From an optimization exercise on the open Yosys and OpenROAD flow, aimed at small area; shortcuts taken in it are not production practice. In this exercise RTL edits were held to simulation tests only and were not proved equivalent to the original. Power figures rest on the tool's default switching activity, not on a simulated workload.

Setup of before:
// cpu_top
module cpu_top (
    input  logic                   clk,
    input  logic                   rst,
    output logic [8-1:0] mem_addr,
    output logic [16-1:0] mem_wdata,
    output logic                   mem_we,
    output logic                   mem_req_valid,
    input  logic                   mem_req_ready,
    input  logic [16-1:0] mem_rdata,
    output logic                   halted
);
    logic [3:0] ph;
    logic       init, fetch, rot1, rot2, mem, in_pc;
    logic       t, c, immbit, w0, w1, pc0, sum, cout, wbit, taken, a;
    logic [3:0] op;
    logic [3:0] ra;
    logic [3:0] we_lo, we_hi;
    logic       wr;
    assign op = mem_rdata[15:12];
    assign mem_req_valid = fetch | mem;
    cpu_control control_inst (
        .clk    (clk),
        .rst    (rst),
        .op     (op),
        .ready  (mem_req_ready),
        .t      (t),
        .ph     (ph),
        .init   (init),
        .fetch  (fetch),
        .rot1   (rot1),
        .rot2   (rot2),
        .mem    (mem),
        .in_pc  (in_pc),
        .halted (halted)
    );
    cpu_fetch_unit fetch_inst (
        .clk       (clk),
        .init      (init),
        .fetch     (fetch),
        .rot1      (rot1),
        .rot2      (rot2),
        .mem       (mem),
        .in_pc     (in_pc),
        .ph        (ph),
        .mem_rdata (mem_rdata),
        .a         (a),
        .sum       (sum),
        .cout      (cout),
        .taken     (taken),
        .t         (t),
        .c         (c),
        .immbit    (immbit),
        .w0        (w0),
        .w1        (w1),
        .pc0       (pc0),
        .mem_addr  (mem_addr),
        .mem_wdata (mem_wdata),
        .mem_we    (mem_we)
    );
    cpu_execute execute_inst (
        .op     (op),
        .init   (init),
        .in_pc  (in_pc),
        .ph0    (ph == 4'd0),
        .ph15   (ph == 4'd15),
        .a      (a),
        .w0     (w0),
        .w1     (w1),
        .immbit (immbit),
        .pc0    (pc0),
        .t      (t),
        .c      (c),
        .sum    (sum),
        .cout   (cout),
        .wbit   (wbit),
        .taken  (taken)
    );
    always_comb begin
        if (rot1 && op <= cpu_pkg::OP_XOR)
            ra = mem_rdata[3:0];
        else if (op == cpu_pkg::OP_SW || op == cpu_pkg::OP_BIZ || op == cpu_pkg::OP_BNZ)
            ra = mem_rdata[11:8];
        else
  ...
Size: ~500 cells after synthesis, about 300 flip-flops.
Settings: LEC_CHECK=0, CAP_MARGIN=20, CORE_MARGIN=2, CORE_UTILIZATION=40, SLEW_MARGIN=20, SYNTH_HIERARCHICAL=1; clock period 10.0 ns.
standard.sh (not shown) runs the stock make flow with config.mk's settings and CLKGATE_MAP_FILE= SYNTH_SCRIPT=/design/flow/synth_recipe.tcl, a recipe that flattens the netlist after the stock synthesis.
==> flow/flow/run.sh <==
#!/bin/bash
set -euo pipefail
export BUFFER_PORTS_ARGS="-buffer_cell sky130_fd_sc_hd__buf_1"
export CTS_ARGS="-sink_clustering_enable -repair_clock_nets -dont_use_dummy_load -buf_list sky130_fd_sc_hd__clkbuf_16 -sink_clustering_size 30 -sink_clustering_max_diameter 80"
bash standard.sh > standard.log 2>&1
No stage failed in before, and the final checks on the layout all came back clean.
Relative to before, the following input files were edited for after:
==> flow/flow/run.sh <==
#!/bin/bash
set -euo pipefail
export BUFFER_PORTS_ARGS="-buffer_cell sky130_fd_sc_hd__buf_1"
export CTS_ARGS="-sink_clustering_enable -repair_clock_nets -dont_use_dummy_load -buf_list sky130_fd_sc_hd__clkbuf_8 -sink_clustering_size 20 -sink_clustering_max_diameter 60"
bash standard.sh > standard.log 2>&1
--- outcome ---
- In after relative to before, maximum number of pins on one net before global-route repair had gone down by more than a quarter.
- after vs before, measured slew at the worst slew-check pin went down by 0.0042 ns.
- Status: combinational power parity (before, after)
- For the cell count, after came in 5 higher than before did.

* * *

Another version of the RTL of cpu_top (not shown whole).
Size in the first run: roughly 310 flip-flops, roughly 0.0084 mm2 of cells after synthesis.
clock: 10.0 ns
lec_check: 0
cap_margin: 20
core_margin: 2
core_utilization: 40
cts_buf_list: sky130_fd_sc_hd__clkbuf_8
cts_cluster_diameter: 60
cts_cluster_size: 20
slew_margin: 20
run.sh (not shown) runs the stock make flow with config.mk's settings and CLKGATE_MAP_FILE= SYNTH_SCRIPT=/design/flow/synth_recipe.tcl, a recipe that flattens the netlist after the stock synthesis.
Stock flow here: none of the scripts above is used.
The baseline ran to the end with no violations.
Rerun with:
- CTS_BUF_LIST: sky130_fd_sc_hd__clkbuf_8 -> not set
- CTS_CLUSTER_DIAMETER: 60 -> not set
- CTS_CLUSTER_SIZE: 20 -> not set
After rerunning: The new run produced a clean layout; via count increases by 0.84%; combinational power is about the same; fmax climbs by 0.65%; global-route usage rose by 0.17 points.
Rerun with:
- CTS_BUF_LIST: not set -> sky130_fd_sc_hd__clkbuf_4
- CTS_CLUSTER_DIAMETER: not set -> 40
- CTS_CLUSTER_SIZE: not set -> 12
After rerunning:
- worst setup slack gets worse by 12 ps
- wire length drops by about 0.6%
- total power drops by 16%
- fmax stays flat
- global-route usage climbs by 0.17 points
- hold slack gets worse by 13 ps
- core utilization drops by 2.9 points
- via count barely changes

==> what the ideal ports hide <==
No port has a modelled driver above. Below, the same layouts with a new extraction and two added sets of constraints.
Step 1, drivers: a clkbuf_16 drives clk and a buf_2 each remaining input, both assumed.
Step 2, shift: input delay + t, output delay - t, t = (earliest + latest rising clock arrival at the registers) / 2. This alone moves slack from input paths to output paths.
Slacks: ideal / step 1 / step 2; pairs: ideal / step 1.
| run | t, ns | setup WS [ns] | worst setup path at the end | clock arrival spread, ns | worst data-port slew with drivers (ns) |
|---|---|---|---|---|---|
| before | 0.488 | 3.290 / 3.291 / 2.803 | input to register | 0.051 / 0.052 | 0.05 |
| after | 0.534 | 3.350 / 3.350 / 2.817 | input to register | 0.037 / 0.037 | 0.05 |
| the first run of note 2 | 0.569 | 4.618 / 4.618 / 4.618 | register to register | 0.055 / 0.056 | 0.05 |
| the second run of note 2 | 0.577 | 4.653 / 4.653 / 4.653 | register to register | 0.012 / 0.013 | 0.05 |
| the third run of note 2 | 0.653 | 4.641 / 4.641 / 4.641 | register to register | 0.045 / 0.045 | 0.05 |
After both steps setup and hold are still met in every run listed. The setup slack of after, which loses most, moves by 0.000 ns with the drivers and by -0.533 ns with both steps.
